Background: an optimization exercise with open tools, aiming at small area, a short achievable clock period and few clock cycles per item. Do not read the settings as production practice. The RTL of this run was laid out without a check of its function. No activity file was given, so power comes from the tool's default toggle rates.

$ cat flow/config.mk
export PLATFORM = sky130hd
export DESIGN_NAME = sta_chan_est
export DESIGN_NICKNAME = sta_chan_est
export VERILOG_FILES = /design/flow/design.v
export SDC_FILE = /design/flow/constraint.sdc
export NUM_CORES = 4
export LEC_CHECK = 0
export ABC_CLOCK_PERIOD_IN_PS = 2500
export CAP_MARGIN = 20
export CORE_MARGIN = 2
export CORE_UTILIZATION = 30
export PLACE_DENSITY = 0.5
export SETUP_SLACK_MARGIN = 5
export SLEW_MARGIN = 20
$ cat flow/constraint.sdc
create_clock -name core_clock -period 11.0 [get_ports {ap_clk}]
set_input_delay 2.2000 -clock core_clock [delete_from_list [all_inputs] [get_ports {ap_clk}]]
set_output_delay 2.2000 -clock core_clock [all_outputs]
set_load 0.01 [all_outputs]
$ cat flow/design.v
module sta_chan_est #(
   parameter int unsigned N_SC        = 52,
   parameter int unsigned DW          = 32,
   parameter int unsigned ALPHA_SHIFT = 1
) (
   input  logic            ap_clk,
   input  logic            ap_rst,
   input  logic [2*DW-1:0] in_stream_TDATA,
   input  logic            in_stream_TVALID,
   output logic            in_stream_TREADY,
   input  logic            in_stream_TLAST,
   input  logic [1:0]      mode,
   input  logic            init,
   output logic [2*DW-1:0] estStream_TDATA,
   output logic            estStream_TVALID,
   input  logic            estStream_TREADY,
   output logic            estStream_TLAST,
   output logic [31:0]     sym_count,
   output logic            len_err
);
   localparam int unsigned KW = $clog2(N_SC + 1);    
   localparam int unsigned W  = 2 * DW;
   localparam int unsigned TW = DW + 3;              
   logic [N_SC*W-1:0] r_ring;           
   logic [KW-1:0]     r_rot;            
   logic              r_fresh;          
   logic              r_in_rdy;
   logic              r_x_v, r_x_last;
   logic [1:0]        r_x_mode;
   logic [W-1:0]      r_x;
   logic              r_c_v, r_c_last;
   logic [KW-1:0]     r_k;
   logic [1:0]        r_mode;
   logic [W-1:0]      r_p, r_c;
   logic              r_hv;
   logic              r_emit, r_consume, r_wr, r_sel, r_byp;
   logic              r_o_v, r_o_last;
   logic [W-1:0]      r_o;
   logic              r_s_v, r_s_last, r_s_err;
   logic [W-1:0]      r_s;
   logic              r_len_err;
   logic [31:0]       r_sym;
   logic          w_first, w_acc, w_otake, w_err;
   function automatic logic [KW-1:0] f_inc(input logic [KW-1:0] v);
      f_inc = (v == KW'(N_SC - 1)) ? '0 : v + 1'b1;
   endfunction
   assign w_first = !r_c_v || r_c_last;
   assign w_acc   = in_stream_TVALID && r_in_rdy;
   assign w_otake = !r_o_v || estStream_TREADY;
   assign w_err   = (r_k != KW'(N_SC - 1));
   logic [W-1:0] w_y, w_n, w_h;
   assign w_n = r_c_last ? r_c : r_x;
   assign w_h = r_ring[W-1:0];
   always_comb begin
      logic [TW-1:0] a, b, n, h, s1, c1, s2, c2, t;
      for (int c = 0; c < 2; c++) begin
         a = TW'($signed(r_p[c*DW +: DW]));
         b = TW'($signed(r_c[c*DW +: DW])) << 1;
         h = r_sel ? (TW'($signed(w_h[c*DW +: DW])) << 2) : '0;
         n = TW'($signed(w_n[c*DW +: DW]));
         s1 = a ^ b ^ h;
         c1 = ((a & b) | (a & h) | (b & h)) << 1;
         s2 = s1 ^ c1 ^ n;
         c2 = ((s1 & c1) | (s1 & n) | (c1 & n)) << 1;
         t  = s2 + c2;
         if (r_byp)      w_y[c*DW +: DW] = r_c[c*DW +: DW];
         else if (r_sel) w_y[c*DW +: DW] = t[DW+2:3];
         else            w_y[c*DW +: DW] = t[DW+1:2];
      end
   end
   logic          n_x_v, n_c_v, n_c_last, n_s_v, n_fresh, n_k_lt, n_aligned, n_hv, n_emit;
   logic [KW-1:0] n_k, n_rot;
   logic [1:0]    n_mode;
   always_comb begin
      n_x_v     = w_acc || (r_x_v && !r_consume);
      n_c_v     = r_consume ? 1'b1 : (r_emit ? 1'b0 : r_c_v);
      n_c_last  = r_consume ? r_x_last : r_c_last;
      n_k       = r_consume ? (w_first ? '0 : ((r_k == KW'(N_SC)) ? r_k : r_k + 1'b1)) : r_k;
      n_mode    = (r_consume && w_first) ? r_x_mode : r_mode;
      n_rot     = (r_fresh && r_wr) ? f_inc(r_k) : f_inc(r_rot);
      n_fresh   = r_fresh && !r_wr;
      n_s_v     = w_otake ? 1'b0 : (r_s_v || r_emit);
      n_hv      = !init && (r_hv || (r_emit && r_c_last));
      n_k_lt    = (n_k != KW'(N_SC));
      n_aligned = !n_k_lt || n_fresh || (n_rot == n_k);
      n_emit    = n_c_v && n_aligned && !n_s_v && (n_c_last || n_x_v);
   end
   always_ff @(posedge ap_clk) begin
      r_ring <= {(r_wr ? w_y : w_h), r_ring[N_SC*W-1:W]};
      if (w_acc) begin
         r_x      <= in_stream_TDATA;
         r_x_last <= in_stream_TLAST;
         r_x_mode <= (mode == 2'd3) ? 2'd0 : mode;
      end
      if (r_consume) begin
         r_p <= w_first ? r_x : r_c;
         r_c <= r_x;
      end
      if (w_otake) begin
         if (r_s_v) r_o <= r_s;
         else       r_o <= w_y;
      end
      if (r_emit && !w_otake) r_s <= w_y;
      if (ap_rst) begin
         r_rot     <= '0;
         r_fresh   <= 1'b1;
         r_in_rdy  <= 1'b1;
         r_x_v     <= 1'b0;
         r_c_v     <= 1'b0;
         r_c_last  <= 1'b0;
         r_k       <= '0;
         r_mode    <= '0;
         r_hv      <= 1'b0;
         r_emit    <= 1'b0;
         r_consume <= 1'b0;
         r_wr      <= 1'b0;
         r_sel     <= 1'b0;
         r_byp     <= 1'b0;
         r_o_v     <= 1'b0;
         r_o_last  <= 1'b0;
         r_s_v     <= 1'b0;
         r_s_last  <= 1'b0;
         r_s_err   <= 1'b0;
         r_len_err <= 1'b0;
         r_sym     <= '0;
      end else begin
         r_rot     <= n_rot;
         r_fresh   <= n_fresh;
         r_x_v     <= n_x_v;
         r_in_rdy  <= !n_x_v || !n_c_v || (n_aligned && !n_s_v);
         r_c_v     <= n_c_v;
         r_c_last  <= n_c_last;
         r_k       <= n_k;
         r_mode    <= n_mode;
         r_hv      <= n_hv;
         r_emit    <= n_emit;
         r_consume <= n_x_v && (!n_c_v || n_emit);
         r_wr      <= n_emit && n_k_lt;
         r_sel     <= n_hv && n_k_lt && (n_mode == 2'd0);
         r_byp     <= (n_mode == 2'd2);
         r_s_v <= n_s_v;
         if (r_emit && !w_otake) begin
            r_s_last <= r_c_last;
            r_s_err  <= r_c_last && w_err;
         end
         if (w_otake) begin
            if (r_s_v) begin
               r_o_v    <= 1'b1;
               r_o_last <= r_s_last;
               if (r_s_last) begin
                  r_sym <= r_sym + 32'd1;
                  if (r_s_err) r_len_err <= 1'b1;
               end
            end else begin
               r_o_v    <= r_emit;
               r_o_last <= r_c_last;
               if (r_emit && r_c_last) begin
                  r_sym <= r_sym + 32'd1;
                  if (w_err) r_len_err <= 1'b1;
               end
            end
         end
      end
   end
   assign in_stream_TREADY = r_in_rdy;
   assign estStream_TDATA  = r_o;
   assign estStream_TVALID = r_o_v;
   assign estStream_TLAST  = r_o_last;
   assign sym_count        = r_sym;
   assign len_err          = r_len_err;
endmodule
$ cat flow/run.sh
#!/bin/bash
# synth_recipe.tcl (not shown) runs the flow's synth.tcl, then flattens the netlist and writes it again
# the make line also repeats each setting of config.mk as NAME=value (left out here)
make -C /OpenROAD-flow-scripts/flow DESIGN_CONFIG=/design/flow/config.mk WORK_HOME=/design/flow/orfs CLKGATE_MAP_FILE= SYNTH_SCRIPT=/design/flow/synth_recipe.tcl finish
==> notes.md <==
## worst paths after layout
check | slack (ns) | to | startpoint | cells after the start
worst min-delay path | 0.30 | r_ring[1749] | r_ring[1813] | 0
worst min register to register | 0.30 | r_ring[1749] | r_ring[1813] | 0
worst max-delay path | 5.47 | r_o[63] | r_sel | 16
worst max register to register | 5.47 | r_o[63] | r_sel | 16
## cells by family after synthesis
group                    after synthesis  synth area share [%]
flip-flops                          3714                 85.33
AND/OR/NAND/NOR                      704                 3.546
AO/OA/AOI/OAI                        409                 2.937
buffers and inverters                234                0.9770
adder cells (fa/ha/maj)              202                 3.853
multiplexers                         199                 2.405
XOR/XNOR                              99                0.9536
## power by group
group          total [mW]  internal (mW)  switching (mW)
sequential           16.6           15.9           0.657
combinational        2.90           1.19            1.71
clock                11.5           6.74            4.79
total                31.0           23.9            7.16
## per-stage QoR
step	setup slack, ns	area (um2)
floorplan	5.847	90920
global placement	5.258	97390
detailed placement	5.336	97390
CTS	5.311	108600
global route	5.158	108600
finish	5.468	108600
## layout by cell type (no fill, tap or decap), drive strengths merged, types with 15 or more instances in the layout
| cell | Yosys | routed |
|---|---|---|
| nand2b | 16 | 16 |
| buf | 13 | 19 |
| nand4 | 15 | 15 |
| a21oi | 104 | 104 |
| a211oi | 17 | 17 |
| o21ai | 108 | 108 |
| clkbuf | 94 | 474 |
| xor2 | 46 | 46 |
| mux2i | 49 | 49 |
| fa | 130 | 130 |
| nand3 | 40 | 40 |
| and3 | 26 | 26 |
| clkinv | 2 | 69 |
| nand2 | 331 | 331 |
| xnor2 | 53 | 53 |
| edfxtp | 323 | 323 |
| nor2b | 17 | 17 |
| a21o | 33 | 33 |
| and2 | 66 | 66 |
| bufinv | 0 | 20 |
| a31oi | 26 | 26 |
| clkdlybuf4s50 | 0 | 170 |
| mux2 | 150 | 150 |
| ha | 72 | 72 |
| dfxtp | 3391 | 3391 |
| nor2 | 133 | 133 |
| inv | 125 | 145 |
## flip-flops by register name, indices dropped and copies added (netlist names), 6 cells and up
| name | cells |
|---|---|
| r_c | 64 |
| r_k | 6 |
| r_o | 64 |
| r_p | 64 |
| r_ring | 3328 |
| r_rot | 6 |
| r_s | 64 |
| r_sym | 32 |
| r_x | 64 |
## worst max-delay path: stages, from the launching register on
cell       delay (ns)
dfxtp_4          0.39
buf_12           0.28
nand2_1          0.15
fa_1             0.52
inv_1            0.06
fa_1             0.56
inv_1            0.06
fa_1             0.41
nand2b_1         0.18
a21oi_1          0.33
o31ai_1          0.24
a2111oi_1        0.96
o211a_1          0.27
a311oi_1         0.05
a31oi_1          0.22
a21oi_1          0.08
mux2_2           0.29
## per-layer routing
layer / vias to the layer above / track usage [%]
li1: 19073 / -
met3: 315 / 2.248
met4: 8 / 3.274
met2: 696 / 15.12
met1: 19010 / 14.00
met5: - / 0
## timing repair
item                       in CTS  in global routing
hold buffers                    0                  0
setup endpoints to repair       0                  2
gates resized for setup         0                  1
setup buffers                   0                  0
## area by class of cell
class / instances / share of cell area, %
antenna: 4 / 0.009218
clock buffer: 474 / 9.041
clock inverter: 114 / 1.256
inverter: 127 / 0.4459
multi-input combinational: 1613 / 11.48
sequential: 3714 / 71.47
tap: 3978 / 4.583
timing repair buffer: 189 / 1.713
==> metrics.json <==
{
  "status": {
    "outcome": "timing/DRC/antenna clean"
  },
  "setup_path": {
    "worstPathMaxFanout": 110,
    "critical_path_required_ns": 11.61,
    "crit_path_start_kind": "flop",
    "critPathKind": "reg -> reg",
    "timing.critical_path.to_type": "flop",
    "critical_path_arrival_ns": 6.14
  },
  "sta": {
    "final.setup_skew_ns": 0.05059,
    "layout_min_cycle_time_ns": 5.532,
    "worst-slew-pin-transition_ns": 1.069,
    "max_freq_ghz": 0.1808,
    "finalSetupViolations": 0,
    "maxSlewViolCount": 0,
    "timing.final.hold_violations": 0,
    "final.setup.tns_ns": 0,
    "timing.max_slew.rel_slack_pct": 28.57,
    "whs_ns": 0.2971,
    "setup_repair_after_global_routing_missed_its_margin": "false",
    "timing.final.crit_share_pct": 50.29
  },
  "finish": {
    "drive_above_1_share_pct": 11.59,
    "areaGrowthSynthToFinish_pct": 19.43,
    "seq_area_um2": 77610,
    "filler_cell_count": 28583,
    "design.final.nets": 6249,
    "layout.core_utilization_pct": 35.92,
    "fin_cells": 10213,
    "total_area_of_multi_input_combinational_cells_um2": 12470
  },
  "synth": {
    "post_synth_main_area_contributors": "dfxtp_1, edfxtp_1, fa_1, mux2_2, nand2_1",
    "synthCells": 5561,
    "nets_in_the_synthesized_netlist": 5835,
    "synthTopCellsByCount": "dfxtp_1, nand2_1, edfxtp_1",
    "netlist_area_um2": 90920,
    "synth-seq-area-share_pct": 85.33,
    "synthDominantCellAreaShare_pct": 74.66,
    "syn_avg_cell_area_um2": 16.35,
    "ys_types": 80,
    "ys_dominant_reg_cell": "dfxtp_1",
    "yosysMostFrequentCell": "dfxtp_1",
    "synth_top_area_cell": "dfxtp_1",
    "synth_edf_count": 323,
    "synthesized_flop_and_latch_total": 3714,
    "asyncSetResetFlopFracSynth_pct": 0,
    "yosys_warnings": 1
  },
  "die": {
    "die_extent_in_y_um": 554.5,
    "core.rowCount": 202,
    "die_w_um": 554.5,
    "core_region_area_um2": 302300,
    "design.portCount": 172,
    "dieArea_um2": 307500,
    "floorplan.initialDensity_pct": 30.08
  },
  "flow_run": {
    "drv_cap": 0
  },
  "clocking": {
    "cts_tree": "done",
    "cts_buffer_depth": 4,
    "clkLatencyLatePin_ns": 0.86,
    "clk_transition_reported_paths_ns": 0.07,
    "cts-buffers-inserted": 330,
    "clock-sinks": 3714,
    "clock_tree.root_cell": "clkbuf_16",
    "clock_tree.htree_level_count": 5
  },
  "global_route": {
    "first_global_vias": 40335,
    "overflow": 0,
    "grt_antenna_before_repair": 11,
    "maximum_number_of_pins_on_one_net_before_global_route_repair": 110,
    "track_usage_pct": 9.969,
    "grt_pass1_wl_mm": 240.4
  },
  "place": {
    "placed_cells_incl_taps": 9621,
    "routabilityCongestion": 0.8262,
    "port_buffers": 171,
    "detailed_place_hpwl_mm": 93.09
  },
  "drt": {
    "dr.max_layer_used": "met5",
    "met2WireLength_mm": 67.12,
    "routed_wire_length_per_instance_um": 15.08,
    "wl_met3_mm": 6.713,
    "drt-vias-per-instance": 3.829,
    "wirelength_mm": 154.1,
    "drtAntennaViolNets": 0,
    "drc_marker_count_from_the_first_detailed_route_iteration": 1851,
    "drc": 0,
    "num_vias": 39102,
    "drt-pass1-iter-count": 5,
    "detail_route.wirelength.met1_mm": 76.01
  },
  "pwr": {
    "design_power_mw": 31.01,
    "p_per_area_nw_per_um2": 285.6,
    "leakage_nw": 42.80,
    "max-vdd-ir-drop_v": 0.0001779
  },
  "worst_hold_path": {
    "holdCritPathClass": "reg -> reg"
  }
}

re-timing with driven ports:
The results above use ideal ports. As a check the final layout listed here was re-extracted and re-timed, cells and wires unchanged.
Step 1 (the two cells are an assumption about what drives the block):
set clk [get_ports {ap_clk}]
set_driving_cell -lib_cell sky130_fd_sc_hd__clkbuf_16 $clk
set_driving_cell -lib_cell sky130_fd_sc_hd__buf_2 [delete_from_list [all_inputs] $clk]
Step 2 also shifts input and output timing later by t, the mid clock arrival at the registers, as if the neighbouring blocks saw the same clock.
Three values: ideal, step 1, step 2; two values: the first two.
shift t [ns]: 0.922
slack for setup (ns): 5.468 / 5.468 / 5.468
worst setup path at the end: register to register
After both steps setup and hold are still met in this run. For this run, drivers alone change the setup slack by 0.000 ns; drivers and shift together by 0.000 ns.
